Background: an optimization exercise with open tools, aiming at small area, a short achievable clock period and few clock cycles. Do not read the settings as production practice.
RTL that was checked went through simulation tests only; none was proved equivalent to the original.

== lane 1 ==
// vaddr_gen
module vaddr_gen #(
  parameter int unsigned BusBytes = 8
) (
  input  logic               clk_i,
  input  logic               rst_ni,
  input  logic               req_valid_i,
  output logic               req_ready_o,
  input  vaddr_pkg::vop_e    req_op_i,
  input  vaddr_pkg::addr_t   req_addr_i,
  input  vaddr_pkg::vlen_t   req_len_i,
  input  vaddr_pkg::stride_t req_stride_i,
  input  vaddr_pkg::vew_e    req_vew_i,
  output logic               ack_o,
  output logic               ack_error_o,
  output logic               ar_valid_o,
  input  logic               ar_ready_i,
  output vaddr_pkg::addr_t   ar_addr_o,
  output logic [7:0]         ar_len_o,
  output logic [2:0]         ar_size_o,
  output logic               aw_valid_o,
  input  logic               aw_ready_i,
  output vaddr_pkg::addr_t   aw_addr_o,
  output logic [7:0]         aw_len_o,
  output logic [2:0]         aw_size_o,
  output logic               lsu_valid_o,
  input  logic               lsu_ready_i,
  output vaddr_pkg::addr_t   lsu_addr_o,
  output logic [7:0]         lsu_len_o,
  output logic [2:0]         lsu_size_o,
  output logic               lsu_is_load_o
);
  logic take;
  logic in_misal;
  logic in_good;
  logic in_load;
  logic in_burst;
  logic s_valid_q;
  logic             w_valid_q;
  assign req_ready_o = !w_valid_q;
  assign take        = req_valid_i && !w_valid_q;
  assign in_misal = |(req_addr_i[2:0] & ((3'd1 << req_vew_i) - 3'd1));
  assign in_good  = !in_misal && (req_len_i != '0);
  assign in_load  = !req_op_i[0];
  assign in_burst = !req_op_i[1];
  logic ack_q;
  logic ack_err_q;
  always_ff @(posedge clk_i or negedge rst_ni) begin
    if (!rst_ni) begin
      ack_q <= 1'b0;
    end else begin
      ack_q <= take;
    end
  end
  always_ff @(posedge clk_i) begin
    ack_err_q <= in_misal;
  end
  assign ack_o       = ack_q;
  assign ack_error_o = ack_err_q;
  vaddr_pkg::addr_t s_addr_q;
  vaddr_pkg::vlen_t s_len_q;
  vaddr_pkg::addr_t s_stride_q;
  logic [1:0]       s_vew_q;
  logic             s_load_q;
  logic             s_burst_q;
  always_ff @(posedge clk_i) begin
    if (take) begin
      s_addr_q   <= req_addr_i;
      s_len_q    <= req_len_i;
      s_stride_q <= req_stride_i;
      s_vew_q    <= req_vew_i;
      s_load_q   <= in_load;
      s_burst_q  <= in_burst;
  ...
clock: 15.0 ns
lec_check: 0
abc_area: 1
abc_clock_period_in_ps: 5000
cap_margin: 20
core_margin: 2
core_utilization: 40
slew_margin: 20
run.sh (not shown) runs the stock make flow with config.mk's settings and CLKGATE_MAP_FILE= SYNTH_SCRIPT=/design/flow/synth_recipe.tcl, a recipe that flattens the netlist after the stock synthesis.
Setup changes, lane 1 to lane 2
Settings: ABC_AREA: 1 -> unset; ABC_CLOCK_PERIOD_IN_PS: 5000 -> unset.
Notes after the runs:
Relative to lane 1, the fraction of synthesized area in multiplexers of lane 2 is higher by 6.9 points.
Re setup slack: lane 2 and lane 1 aren't equal, and the lower value belongs to lane 2.
For the post-route cell area, lane 2 came in 0.74% lower than lane 1 did.
Delta(non-clock buffer count, lane 2 - lane 1) > 0
The mean cell area of the mapped netlist in lane 2 is 1.3 times that in lane 1.
Of lane 2 and lane 1, the run reporting the higher wire length was lane 1.
Between lane 2 and lane 1, cell count is higher for lane 1, lane 2 comes in under that.
Between lane 2 and lane 1, the difference in hold-fix buffer count after cts is negligible.
No functional check of the RTL was part of any run of this note.

Another version of the RTL of vaddr_gen (not shown whole).
Size: ~850 cells after synthesis, ~180 flip-flops, roughly 230 I/O pins, roughly 10000 um^2 of cells after synthesis.
clock: 15.0 ns
lec_check: 0
cap_margin: 20
core_margin: 2
core_utilization: 40
gpl_timing_driven: 0
slew_margin: 20
standard.sh (not shown) runs the stock make flow with config.mk's settings and CLKGATE_MAP_FILE= SYNTH_SCRIPT=/design/flow/synth_recipe.tcl, a recipe that flattens the netlist after the stock synthesis.
==> flow/flow/run.sh <==
#!/bin/bash
# The standard layout (standard.sh) with three changes to how it is made:
#  - timing repair aims at 10.5 ns of setup slack, so the achieved period is short;
#  - ports are buffered with buf_1 instead of the default delay buffer;
#  - the clock tree uses clkbuf_8 and no dummy loads.
# Everything else, the synthesis included, is the standard flow. The make output goes to
# flow_make.log; ORFS's own per-step logs stay under orfs/logs.
set -euo pipefail
bash standard.sh \
  SETUP_SLACK_MARGIN=10.5 \
  "BUFFER_PORTS_ARGS=-buffer_cell sky130_fd_sc_hd__buf_1" \
  "CTS_ARGS=-sink_clustering_enable -repair_clock_nets -buf_list sky130_fd_sc_hd__clkbuf_8 -root_buf sky130_fd_sc_hd__clkbuf_8 -dont_use_dummy_load" \
  finish > flow_make.log 2>&1
Testbench counts at the start, summed over its fixed seeds: cycles 2,065.
Then changed:
==> flow/flow/run.sh (replaced) <==
#!/bin/bash
# The standard layout (standard.sh) with three changes to how it is made:
#  - timing repair aims at 11 ns of setup slack, so the achieved period is short;
#  - ports are buffered with buf_1 instead of the default delay buffer;
#  - the clock tree uses clkbuf_8 and no dummy loads.
# Everything else, the synthesis included, is the standard flow. The make output goes to
# flow_make.log; ORFS's own per-step logs stay under orfs/logs.
set -euo pipefail
bash standard.sh \
  SETUP_SLACK_MARGIN=11 \
  "BUFFER_PORTS_ARGS=-buffer_cell sky130_fd_sc_hd__buf_1" \
  "CTS_ARGS=-sink_clustering_enable -repair_clock_nets -buf_list sky130_fd_sc_hd__clkbuf_8 -root_buf sky130_fd_sc_hd__clkbuf_8 -dont_use_dummy_load" \
  finish > flow_make.log 2>&1
Settings changed: GPL_TIMING_DRIVEN 0 to unset.
Result: The changed run went through all stages and came out clean; setup slack gets better by 0.50 ns; synthesized cell count does not change; routed wire length is higher by 3.2%; fmax climbs by 12%; worst hold slack hardly moves; die area is unchanged; clock skew barely changes.
Then changed:
==> flow/flow/run.sh (replaced) <==
#!/bin/bash
# The standard layout (standard.sh) with three changes to how it is made:
#  - timing repair aims at 10.5 ns of setup slack, so the achieved period is short;
#  - ports are buffered with buf_1 instead of the default delay buffer;
#  - the clock tree uses clkbuf_8 and no dummy loads.
# Everything else, the synthesis included, is the standard flow. The make output goes to
# flow_make.log; ORFS's own per-step logs stay under orfs/logs.
set -euo pipefail
bash standard.sh \
  SETUP_SLACK_MARGIN=10.5 \
  "BUFFER_PORTS_ARGS=-buffer_cell sky130_fd_sc_hd__buf_1" \
  "CTS_ARGS=-sink_clustering_enable -repair_clock_nets -buf_list sky130_fd_sc_hd__clkbuf_8 -root_buf sky130_fd_sc_hd__clkbuf_8 -dont_use_dummy_load" \
  finish > flow_make.log 2>&1
Settings changed: CORE_UTILIZATION 40 to 30.
After rerunning: Area after synthesis does not change; cell count is higher by 3.9%; routed wire length is lower by about 3%; cell area is lower by 7.8%; utilization is lower by 16 points; flip-flop and latch count stays the same; global-route usage is lower by 4.9 points; die area is higher by 32%.
Then changed:
==> flow/flow/run.sh (replaced) <==
#!/bin/bash
# The standard layout (standard.sh) with three changes to how it is made:
#  - timing repair aims at 10 ns of setup slack, so the achieved period is short;
#  - ports are buffered with buf_1 instead of the default delay buffer;
#  - the clock tree uses clkbuf_8 and no dummy loads.
# Everything else, the synthesis included, is the standard flow. The make output goes to
# flow_make.log; ORFS's own per-step logs stay under orfs/logs.
set -euo pipefail
bash standard.sh \
  SETUP_SLACK_MARGIN=10 \
  "BUFFER_PORTS_ARGS=-buffer_cell sky130_fd_sc_hd__buf_1" \
  "CTS_ARGS=-sink_clustering_enable -repair_clock_nets -buf_list sky130_fd_sc_hd__clkbuf_8 -root_buf sky130_fd_sc_hd__clkbuf_8 -dont_use_dummy_load" \
  finish > flow_make.log 2>&1
Settings changed: CORE_UTILIZATION 30 to 40.
Effect: Final area goes down by 2.3%; via count went down by about 0.43%; hold slack barely changes; register-to-register slack loses 0.33 ns; fmax is lower by about 6.5%.
Then changed:
==> flow/flow/run.sh (replaced) <==
#!/bin/bash
# The standard layout (standard.sh) with three changes to how it is made:
#  - timing repair aims at 10.5 ns of setup slack, so the achieved period is short;
#  - ports are buffered with buf_1 instead of the default delay buffer;
#  - the clock tree uses clkbuf_8 and no dummy loads.
# Everything else, the synthesis included, is the standard flow. The make output goes to
# flow_make.log; ORFS's own per-step logs stay under orfs/logs.
set -euo pipefail
bash standard.sh \
  SETUP_SLACK_MARGIN=10.5 \
  "BUFFER_PORTS_ARGS=-buffer_cell sky130_fd_sc_hd__buf_1" \
  "CTS_ARGS=-sink_clustering_enable -repair_clock_nets -buf_list sky130_fd_sc_hd__clkbuf_8 -root_buf sky130_fd_sc_hd__clkbuf_8 -dont_use_dummy_load" \
  finish > flow_make.log 2>&1
Settings changed: CORE_UTILIZATION 40 to 60.
Outcome: The new run finished with timing, DRC and antenna clean. Synthesized cell count stays the same. Global-route usage rises by 8.9 points. Worst setup slack gains 0.42 ns. Clock skew falls by 0.012 ns. Critical path depth rises by 2. Cell count falls by 6.7%. Non-clock buffer count rises by 10. Synthesized area is unchanged. Hold slack gains 0.0095 ns.

## JK
vaddr_gen again, from the RTL that the note above started with.
clock: 15.0 ns
lec_check: 0
cap_margin: 20
core_margin: 2
core_utilization: 40
slew_margin: 20
==> flow/flow/run.sh <==
#!/bin/bash
# The standard layout (standard.sh) with three changes to how it is made:
#  - timing repair aims at 10.5 ns of setup slack, so the achieved period is short;
#  - ports are buffered with buf_1 instead of the default delay buffer;
#  - the clock tree uses clkbuf_8 and no dummy loads.
# Everything else, the synthesis included, is the standard flow. The make output goes to
# flow_make.log; ORFS's own per-step logs stay under orfs/logs.
set -euo pipefail
bash standard.sh \
  SETUP_SLACK_MARGIN=10.5 \
  "BUFFER_PORTS_ARGS=-buffer_cell sky130_fd_sc_hd__buf_1" \
  "CTS_ARGS=-sink_clustering_enable -repair_clock_nets -buf_list sky130_fd_sc_hd__clkbuf_8 -root_buf sky130_fd_sc_hd__clkbuf_8 -dont_use_dummy_load" \
  finish > flow_make.log 2>&1
In summary, JK completed successfully, with a layout that passed the timing, DRC and antenna checks.
Testbench counts of JK, summed over its fixed seeds: cycles 2,065.
## Diff of input files: MS against JK
diff --git a/flow/config.mk b/flow/config.mk
--- a/flow/config.mk
+++ b/flow/config.mk
@@ -9,3 +9,4 @@
 export CORE_MARGIN = 2
 export CORE_UTILIZATION = 40
+export PLACE_DENSITY = 0.7
 export SLEW_MARGIN = 20
==> notes.md <==
Having completed the whole flow, MS delivered a layout that passed the timing, DRC and antenna checks.
JK → MS: routed wire length moved down; utilization did not really move.
| smallest setup slack after layout | lower: JK |
MS and JK ended up with roughly the same clock insertion delay at the later pin of the skew report.
Comparing MS against JK, there is no change at all in number of antenna diodes.

[separate check: timing with driven ports]
How much do the figures lean on ideal ports? The routed layouts below were timed once more, with nothing changed but the port constraints. Step 1, drivers: a clkbuf_16 drives clk_i and a buf_2 each remaining input, both assumed. Step 2, shift: input delay + t, output delay - t, t = (earliest + latest rising clock arrival at the registers) / 2. This alone moves slack from input paths to output paths. Three values: no drivers, after step 1, after step 2; two values: the first two.
run | shift t [ns] | setup slack, ns | worst setup path at the end | clock arrival spread, ns
lane 1 | 0.488 | 9.211 / 9.211 / 8.766 | input to register | 0.018 / 0.019
lane 2 | 0.476 | 7.661 / 7.661 / 7.261 | input to register | 0.012 / 0.011
the first run of note 2 | 0.504 | 10.371 / 10.392 / 9.889 | input to register | 0.042 / 0.043
the second run of note 2 | 0.494 | 10.870 / 10.827 / 10.427 | input to register | 0.040 / 0.040
the third run of note 2 | 0.506 | 10.496 / 10.516 / 10.010 | input to register | 0.035 / 0.036
the fourth run of note 2 | 0.496 | 10.182 / 10.201 / 9.705 | input to register | 0.044 / 0.044
the fifth run of note 2 | 0.491 | 10.604 / 10.623 / 10.132 | input to register | 0.034 / 0.034
JK | 0.489 | 10.522 / 10.543 / 10.054 | input to register | 0.049 / 0.050
MS | 0.500 | 10.529 / 10.547 / 10.047 | input to register | 0.039 / 0.040
After both steps every run listed still meets setup and hold. The setup slack of the third run of note 2, which loses most, moves by +0.020 ns with the drivers and by -0.486 ns with both steps.
